Context: an optimization exercise on an open-source flow, tuned for small area and a short achievable clock period. The choices shown serve that exercise and are no tape-out recipe.
Only simulation tests tie the RTL to the original design; equivalence was not proved.

## flow/design.v (module list and top-level ports; edited modules follow where they fit)
// module sidAudioPath: 3127 lines
module sidAudioPath (
  input  logic               clk,
  input  logic               rst,
  input  logic               sampleValid,
  input  logic signed [11:0] voice0,
  input  logic signed [11:0] voice1,
  input  logic signed [11:0] voice2,
  input  logic [7:0]         env0,
  input  logic [7:0]         env1,
  input  logic [7:0]         env2,
  input  logic [2:0]         filterRoute,
  input  logic [1:0]         mode,
  input  logic [15:0]        coef,
  input  logic [3:0]         volume,
  output logic signed [15:0] audioOut,
  output logic               audioValid
);
  // ...
==> flow/flow/run.sh <==
#!/bin/bash
# The standard layout with two changes in how it is made (the SDC is unchanged):
#  - after the standard synthesis, flow/invopt.py re-places the netlist's inverters around
#    its full adders and XOR gates (a full adder is self-dual, so each may compute the
#    complements of its outputs from complemented inputs; an XOR gate absorbs an inverted
#    input by becoming an XNOR); registers and all other cells are left as they are;
#  - the resizer's setup repair aims at a shorter period than the 20 ns constraint: paths
#    with less than MARGIN ns of slack are sized up and buffered.
set -euo pipefail
MARGIN=$(cat flow/margin.txt)
R=orfs/results/sky130hd/sidAudioPath/base
bash standard.sh synth > synth.log 2>&1
cp $R/1_2_yosys.v $R/1_2_yosys_std.v
python3 flow/invopt.py $R/1_2_yosys_std.v $R/1_2_yosys.v > invopt.log 2>&1
touch $R/1_2_yosys.v
bash standard.sh SETUP_SLACK_MARGIN=$MARGIN finish > standard.log 2>&1
==> flow/flow/invopt.py <==
#!/usr/bin/env python3
"""Re-place the inverters of a flat sky130 gate-level netlist around its full adders and
XOR gates. A full adder is self-dual: FA(~a, ~b, ~c) = (~cout, ~sum); an XOR/XNOR gate
absorbs an inverted input, or complements its output, by switching between XOR and XNOR.
Every inverter is taken out, each full adder and XOR gate gets a polarity (1: it computes
the complement of its original output), XOR gates take their inputs in whatever polarity
they come and fold the parity into their type, and one inverter is put back per net whose
other loads need the other polarity. Polarities are chosen to need as few inverters as
possible.
usage: invopt.py IN.v OUT.v"""
import re, sys, collections, random

src = open(sys.argv[1]).read()
m = re.search(r'^module .*?;\n', src, re.S | re.M)
endm = src.rindex('endmodule')
body = src[m.end():endm]
cell_re = re.compile(r'^\s*(sky130_fd_sc_hd__\w+)\s+(\S+)\s*\((.*?)\);\s*$', re.S | re.M)
pin_re = re.compile(r'\.(\w+)\(\s*(.*?)\s*\)(?=\s*,|\s*$)', re.S)
cells = []
last = 0
parts = []
for cm in cell_re.finditer(body):
    parts.append(body[last:cm.start()])
    last = cm.end()
    pins = {}
    for pm in pin_re.finditer(cm.group(3)):
        pins[pm.group(1)] = pm.group(2).strip()
    cells.append([cm.group(1), cm.group(2), pins])
rest = "".join(parts) + body[last:]
assert "assign" not in rest, "assign statements not handled"
decl_lines = [l for l in rest.split("\n") if l.strip()]

OUTPINS = {"X", "Y", "Q", "Q_N", "SUM", "COUT", "HI", "LO"}
def is_inv(c): return re.match(r'sky130_fd_sc_hd__(clk)?inv_\d+$', c[0]) is not None
def is_fa(c): return re.match(r'sky130_fd_sc_hd__fa_\d+$', c[0]) is not None
def is_xor(c): return re.match(r'sky130_fd_sc_hd__x(n)?or[23]_\d+$', c[0]) is not None

outports = set()
for l in decl_lines:
    mm = re.match(r'\s*output\s+(\[(\d+):(\d+)\]\s+)?(\S+);', l)
    if mm:
        if mm.group(1):
            for i in range(int(mm.group(3)), int(mm.group(2)) + 1):
                outports.add(f"{mm.group(4)}[{i}]")
        else:
            outports.add(mm.group(4))

driver = {}
for i, c in enumerate(cells):
    for p, n in c[2].items():
        if p in OUTPINS: driver[n] = (i, p)

def root(net):
    """(root net, parity) through inverter chains"""
    q = 0
    seen = 0
    while True:
        d = driver.get(net)
        if d is None or not is_inv(cells[d[0]]): return net, q
        net = cells[d[0]][2]["A"]; q ^= 1
        seen += 1
        assert seen < 100

# pins: (cell index or None for an output port, pin, root, parity)
pins = []
for i, c in enumerate(cells):
    if is_inv(c): continue
    for p, n in c[2].items():
        if p in OUTPINS: continue
        r, q = root(n)
        pins.append((i, p, r, q))
# output ports: the port net itself may be driven by an inverter
port_pins = []
for o in outports:
    r, q = root(o)
    if r != o:
        port_pins.append((o, r, q))

fa_idx = [i for i, c in enumerate(cells) if is_fa(c) or is_xor(c)]
pol = {i: 0 for i in fa_idx}
def rootpol(r):
    d = driver.get(r)
    if d is None: return 0
    return pol.get(d[0], 0)

# per root: list of (consumer fa or None, parity)
by_root = collections.defaultdict(list)
for (i, p, r, q) in pins:
    if is_xor(cells[i]): continue
    by_root[r].append((i if i in pol else None, q))
for (o, r, q) in port_pins:
    by_root[r].append((None, q))
roots_of_fa = collections.defaultdict(set)
for r, lst in by_root.items():
    d = driver.get(r)
    if d is not None and d[0] in pol: roots_of_fa[d[0]].add(r)
    for (f, q) in lst:
        if f is not None: roots_of_fa[f].add(r)

def root_cost(r):
    rp = rootpol(r)
    need = [q ^ (pol[f] if f is not None else 0) ^ rp for (f, q) in by_root[r]]
    return 1 if any(need) else 0

def total():
    return sum(root_cost(r) for r in by_root)

best = total()
start = best
random.seed(1)
cur = best
bestpol = dict(pol)
T = 1.0
for step in range(200000):
    f = random.choice(fa_idx)
    rs = roots_of_fa[f]
    before = sum(root_cost(r) for r in rs)
    pol[f] ^= 1
    after = sum(root_cost(r) for r in rs)
    d = after - before
    if d <= 0 or random.random() < pow(2.718, -d / T):
        cur += d
        if cur < best:
            best = cur; bestpol = dict(pol)
    else:
        pol[f] ^= 1
    T = max(0.05, 1.0 * (1 - step / 150000))
pol = bestpol
final = total()
print(f"inverters: {sum(1 for c in cells if is_inv(c))} -> {final} (root model {start} -> {final})", file=sys.stderr)

# rebuild: drop all inverters; flipped FAs keep their nets (which now carry complements)
out_cells = []
new_wires = []
inv_for = {}
def inv_net(r):
    if r not in inv_for:
        n = f"_invq{len(inv_for)}_"
        new_wires.append(n)
        inv_for[r] = n
        out_cells.append(["sky130_fd_sc_hd__inv_1", f"_invqc{len(inv_for)}_", {"A": r, "Y": n}])
    return inv_for[r]
for i, c in enumerate(cells):
    if is_inv(c): continue
    nc = [c[0], c[1], dict(c[2])]
    if is_xor(c):
        par = pol[i]
        for p, n in c[2].items():
            if p in OUTPINS: continue
            r, q = root(n)
            par ^= q ^ rootpol(r)
            nc[2][p] = r
        if par:
            mx = re.match(r"sky130_fd_sc_hd__(x(n)?or)([23])_(\d+)$", c[0])
            kind, k, size = mx.group(1), mx.group(3), mx.group(4)
            newkind = "xor" if kind == "xnor" else "xnor"
            nc[0] = f"sky130_fd_sc_hd__{newkind}{k}_{size}"
            if k == "2":
                # xor2 drives X, xnor2 drives Y
                outp = "X" if "X" in nc[2] else "Y"
                net = nc[2].pop(outp)
                nc[2]["Y" if newkind == "xnor" else "X"] = net
        out_cells.append(nc)
        continue
    for p, n in c[2].items():
        if p in OUTPINS: continue
        r, q = root(n)
        need = q ^ (pol[i] if i in pol else 0) ^ rootpol(r)
        nc[2][p] = inv_net(r) if need else r
    out_cells.append(nc)
# output ports driven through inverters: drive them from an inverter or a buffer-free net
port_fix = []
for (o, r, q) in port_pins:
    need = q ^ rootpol(r)
    # the port net must carry r ^ q; build it from r
    if need:
        out_cells.append(["sky130_fd_sc_hd__inv_1", f"_invqp_{len(port_fix)}_", {"A": r, "Y": o}])
    else:
        out_cells.append(["sky130_fd_sc_hd__buf_1", f"_invqp_{len(port_fix)}_", {"A": r, "X": o}])
    port_fix.append(o)
# a root that is itself an output port of a flipped FA would change the port's value
for o in outports:
    d = driver.get(o)
    assert not (d and d[0] in pol and pol[d[0]]), "flipped cell drives an output port"

out = [src[:m.end()]]
out += decl_lines
out += [f"  wire {w};" for w in new_wires]
for c in out_cells:
    pl = ",\n".join(f"    .{p}({n}{' ' if n.startswith(chr(92)) else ''})" for p, n in c[2].items())
    out.append(f"  {c[0]} {c[1]} (\n{pl}\n  );")
out.append("endmodule\n")
open(sys.argv[2], "w").write("\n".join(out))
==> flow/flow/margin.txt <==
14.8
==> flow/standard.sh <==
#!/bin/bash
# synth_recipe.tcl (not shown) runs the flow's synth.tcl, then flattens the netlist and writes it again
# the make line also repeats each setting of config.mk as NAME=value (left out here)
make -C /OpenROAD-flow-scripts/flow DESIGN_CONFIG=/design/flow/config.mk WORK_HOME=/design/flow/orfs CLKGATE_MAP_FILE= SYNTH_SCRIPT=/design/flow/synth_recipe.tcl "${@:-finish}"
==> flow/config.mk <==
export PLATFORM = sky130hd
export DESIGN_NAME = sidAudioPath
export DESIGN_NICKNAME = sidAudioPath
export VERILOG_FILES = /design/flow/design.v
export SDC_FILE = /design/flow/constraint.sdc
export NUM_CORES = 4
export LEC_CHECK = 0
export ABC_AREA = 1
export CAP_MARGIN = 20
export CORE_MARGIN = 2
export CORE_UTILIZATION = 40
export SLEW_MARGIN = 20
==> flow/constraint.sdc <==
create_clock -name core_clock -period 20.0 [get_ports {clk}]
set_input_delay 4.0000 -clock core_clock [delete_from_list [all_inputs] [get_ports {clk}]]
set_output_delay 4.0000 -clock core_clock [all_outputs]
set_load 0.01 [all_outputs]
==> run summary, run 1 <==
- Core ar.: 0.0918 mm²
- Top sig layer: met4
- Worst EP arrival: 5780 ps
- Largest regs: X4a (33), X4b (31)
- Post-Place Cells: 5297
- Levels on crit path: 21
- Status: no timing/DRC/antenna violations
- Origin of the worst setup path: nlp[15]
- Avg Synthesized Cell Area: 8.94 µm²
- CTS tree: built
- Hold_buf cts: 0
- Largest register FFs: 33
- Largest reg by FF count: X4a
- # clk buffers: 55
- Metal3 WL: 6730 µm
- N_diodes: 0
- Inverters: 504
- FF-to-FF End: nlp[6]
- Worst Skew: 32.9 ps
- Area of the multi-input gates: 0.0268 mm²
- Drt total wl: 104000 µm
- Post-route ant nets: 0
- Clock root cell: clkbuf_16
- Warnings, synthesis: 1
- Nonclk buf count: 218
- Path depth of the worst reg2reg path: 21
- GR Util met1: 0.299
- Total CTS buffers: 47
- Crit path max-delay family: adder cells
- Multi-input combinational area share: 0.637
- Buf+Inv Stages, Crit Path: 1
- Post-place instance area: 0.0391 mm²
- Fillers: 8815
==> run 2, diff against run 1 <==
==> flow/flow/margin.txt (replaced) <==
14.5
==> run summary, run 2 <==
- Status: no timing/DRC/antenna violations (unchanged)
- Growth of design area from synthesis to finish: 11.2% (was 13.2%)
- WS Path Type: reg2out (was reg2reg)
- Drt total wl: 101000 µm (was 104000 µm)
- R2R Path Start: nlp[15] (unchanged)
- Row Count: 111 (unchanged)
- Cell Chain, Critical Path: dlygate4sd2_1 (was o22ai_4 > xnor2_2 > fa_1 > fa_1 > fa_2 > fa_1 > fa_2 > ha_4 > nand2_2 > nor2_2 > nand2_2 > buf_4 > nor2_1 > nor2_1 > xor2_1 > nand2_1 > nand2_4 > nand2_2 > nand2_1 > nand2_1 > nand2_1)
- Skew-Pair Late Insertion Delay: 660 ps (about the same)
- CP endpoint kind: output port (was register)
- Gpl congestion: 0.933 (was 0.927)
- Met2 Wirelength: 45600 µm (was 47400 µm)
- Fillers: 8879 (was 8815)
- Largest reg by FF count: X4a (unchanged)
- Post-synth net total: 5008 (unchanged)
- Worst Hold Path EP: D5[6] (was D4[4])
- Buf+Inv Stages, Crit Path: 1 (unchanged)
- Gr ovfl total: 0 (unchanged)
- Number of global-route vias before repair: 28743 (was 28557)
- Crit share post-route: 0.262 (was 0.260)
- All-Layer GR Usage: 0.214 (about the same)
- Cell area after synthesis: 0.0371 mm² (unchanged)
- Core ar.: 0.0918 mm² (unchanged)
- Total Neg Setup Slack: 0 ps (unchanged)
- Minimum clock period: 5250 ps (was 5190 ps)
- Post-route ant nets: 0 (unchanged)
- Nets: 4977 (was 5030)
- Die W: 309 µm (unchanged)
- DRC: 0 (unchanged)
- First-pass GRT wire length: 161000 µm (about the same)
- Most frequent cells in the layout: 526 x nand2_1, 498 x inv_1, 488 x fa_1 (was 495 x inv_1, 493 x nand2_1, 476 x fa_1)
- Die area: 0.0952 mm² (unchanged)
- Hold path start: D4[6] (was D3[4])
- I/O pins: 105 (unchanged)
- Worst Skew: 57.4 ps (was 32.9 ps)
- Cell count after synthesis: 4153 (unchanged)
- CTS max path bufs: 3 (unchanged)
- Largest regs: X4a (33), X4b (31) (unchanged)
- CTS tree: built (unchanged)
- Sequential cell area: 0.00803 mm² (was 0.00806 mm²)
- Port Buf Inserts: 104 (unchanged)
- Total CTS buffers: 47 (unchanged)
- Setup violators final: 0 (unchanged)
- CTS clk-pin slew, worst paths: 60 ps (was 70 ps)
- Starting Density: 0.404 (unchanged)
- Top sig layer: met4 (unchanged)
- Data required, critical path: 16000 ps (was 20590 ps)
- Crit path launch type: register (unchanged)
- Die height: 309 µm (unchanged)
- CTS H-Tree Depth: 2 (unchanged)
- Avg Synthesized Cell Area: 8.94 µm² (unchanged)
- N_diodes: 0 (unchanged)
- Metal3 WL: 6760 µm (was 6730 µm)
- Slew Limit Headroom: 0.358 (was 0.356)
- DRT Pass-1 Iters: 8 (was 7)
- Final Hold Viols: 0 (unchanged)
- Hold_buf cts: 0 (unchanged)
- Final max-slew violation count: 0 (unchanged)
- Share of cells above drive strength 1: 0.0666 (was 0.101)
- Warnings, synthesis: 1 (unchanged)
- # clock sinks: 397 (unchanged)
- Metal1 wirelength: 45500 µm (was 46100 µm)
- Reg-to-reg setup timing slack: 14760 ps (was 14810 ps)
- Area of the multi-input gates: 0.0264 mm² (was 0.0268 mm²)
- Via/cell ratio: 5.20 (was 5.23)
- FF-to-FF End: nlp[7] (was nlp[6])
- Path depth of the worst reg2reg path: 25 (was 21)
- Hold path depth: 0 (unchanged)
- Hold Crit Class: reg2reg (unchanged)
- RSZ-0062 raised after global routing: true (unchanged)
- Worst slew pin tran: 961 ps (was 964 ps)
- Critical-path top delay cell: dfxtp_1 (was fa_1)
- Fmax achieved: 190 MHz (was 193 MHz)
- Vias: 28105 (was 28528)
- WL/cell: 18.6 µm (was 19.0 µm)
- Crit path max-delay family: flip-flops (was adder cells)
- Most common cell after layout, fill and taps aside: nand2_1 (was inv_1)
- Clock root cell: clkbuf_16 (unchanged)
- Worst-path fanout max: 1 (was 11)
- Max incr delay on CP: 300 ps (was 550 ps)
- Worst EP arrival: 1250 ps (was 5780 ps)
- Max-cap violations: 0 (unchanged)
- 1st-iter DRT viols: 2089 (was 2148)
- Post-DP HPWL: 76800 µm (was 77100 µm)
- Largest register FFs: 33 (unchanged)
- Initial antenna violation count: 0 (unchanged)
- Largest net degree at the start of global routing: 33 (unchanged)
-- run 2: cell type report --
| cell class | count | share of cell area |
|---|---|---|
| flip-flops and latches | 397 | 0.195 |
| repair inverters | 2 | 0.000303 |
| clock inverters | 32 | 0.0126 |
| well taps | 1243 | 0.0377 |
| clock buffers | 55 | 0.0312 |
| repair buffers | 165 | 0.0384 |
| multi-input cells | 3007 | 0.639 |
| inverters | 502 | 0.0460 |
-- run 2: routing by layer --
metal  up-vias  GRT usage
li1      13327          -
met2       925      0.345
met5         -          0
met3       167     0.0316
met1     13686      0.296
met4         0     0.0661
-- run 2: metrics by stage --
| step | util | std cells | hold slack, ps | instance area (µm²) | setup WS, ps |
|---|---|---|---|---|---|
| floorplan | - | 4153 | 310 | 37100 | 14750 |
| global placement | 0.426 | 5300 | 310 | 39100 | 14020 |
| detailed placement | 0.426 | 5300 | 312 | 39100 | 13920 |
| CTS | 0.446 | 5390 | 326 | 41000 | 14500 |
| global route | 0.450 | 5403 | 329 | 41300 | 14480 |
| finish | 0.450 | 5403 | 325 | 41300 | 14750 |
-- run 2: worst max path at each step --
stage | startpoint | end | slack [ps] | cells past startpoint
detailed placement | nlp[10] | nlp[7] | 13920 | 23
finish | audioOut[6] | audioOut[6] | 14750 | 1
floorplan | kb_nneg[2] | nlp[11] | 14750 | 25
global placement | nlp[10] | nlp[3] | 14020 | 23
CTS | nlp[0] | nlp[0] | 14500 | 25
global route | nlp[15] | nlp[4] | 14480 | 24
-- run 2: what timing repair did --
item | CTS | global route
cloned | 1 | 2
resized for setup | 40 | 57
pin swaps | 0 | 4
buffers inserted | 2 | 11
setup endpoints to repair | 32 | 33
hold endpoints to repair | 0 | 0

==> afterwards: timing with drivers on the ports <==
The flow's constraints put no driver on any port. The routed layouts listed below were extracted and timed again, unchanged, in two steps. Step 1 sets driving cells, clkbuf_16 on the clock port and buf_2 on the other inputs (assumed; they add their load-dependent delay and slew). Step 2 adds t to the input delays and takes it off the output delays; t is the mean of the earliest and latest rising clock arrival at the registers after step 1. Input paths then give back, and output paths get back, about the clock's delay inside the block. Three values: ideal ports, drivers, drivers and shift; two values: the first two.
run	shift t [ns]	setup WS [ns]	worst setup path after step 2	worst register clock-pin slew, ns	cell pins on the clock port's net
run 1	0.706	14.806 / 14.792 / 14.806	register to register	0.08 / 0.08	1
run 2	0.707	14.750 / 14.678 / 14.760	register to register	0.07 / 0.07	1
After both steps every run listed still meets setup and hold.
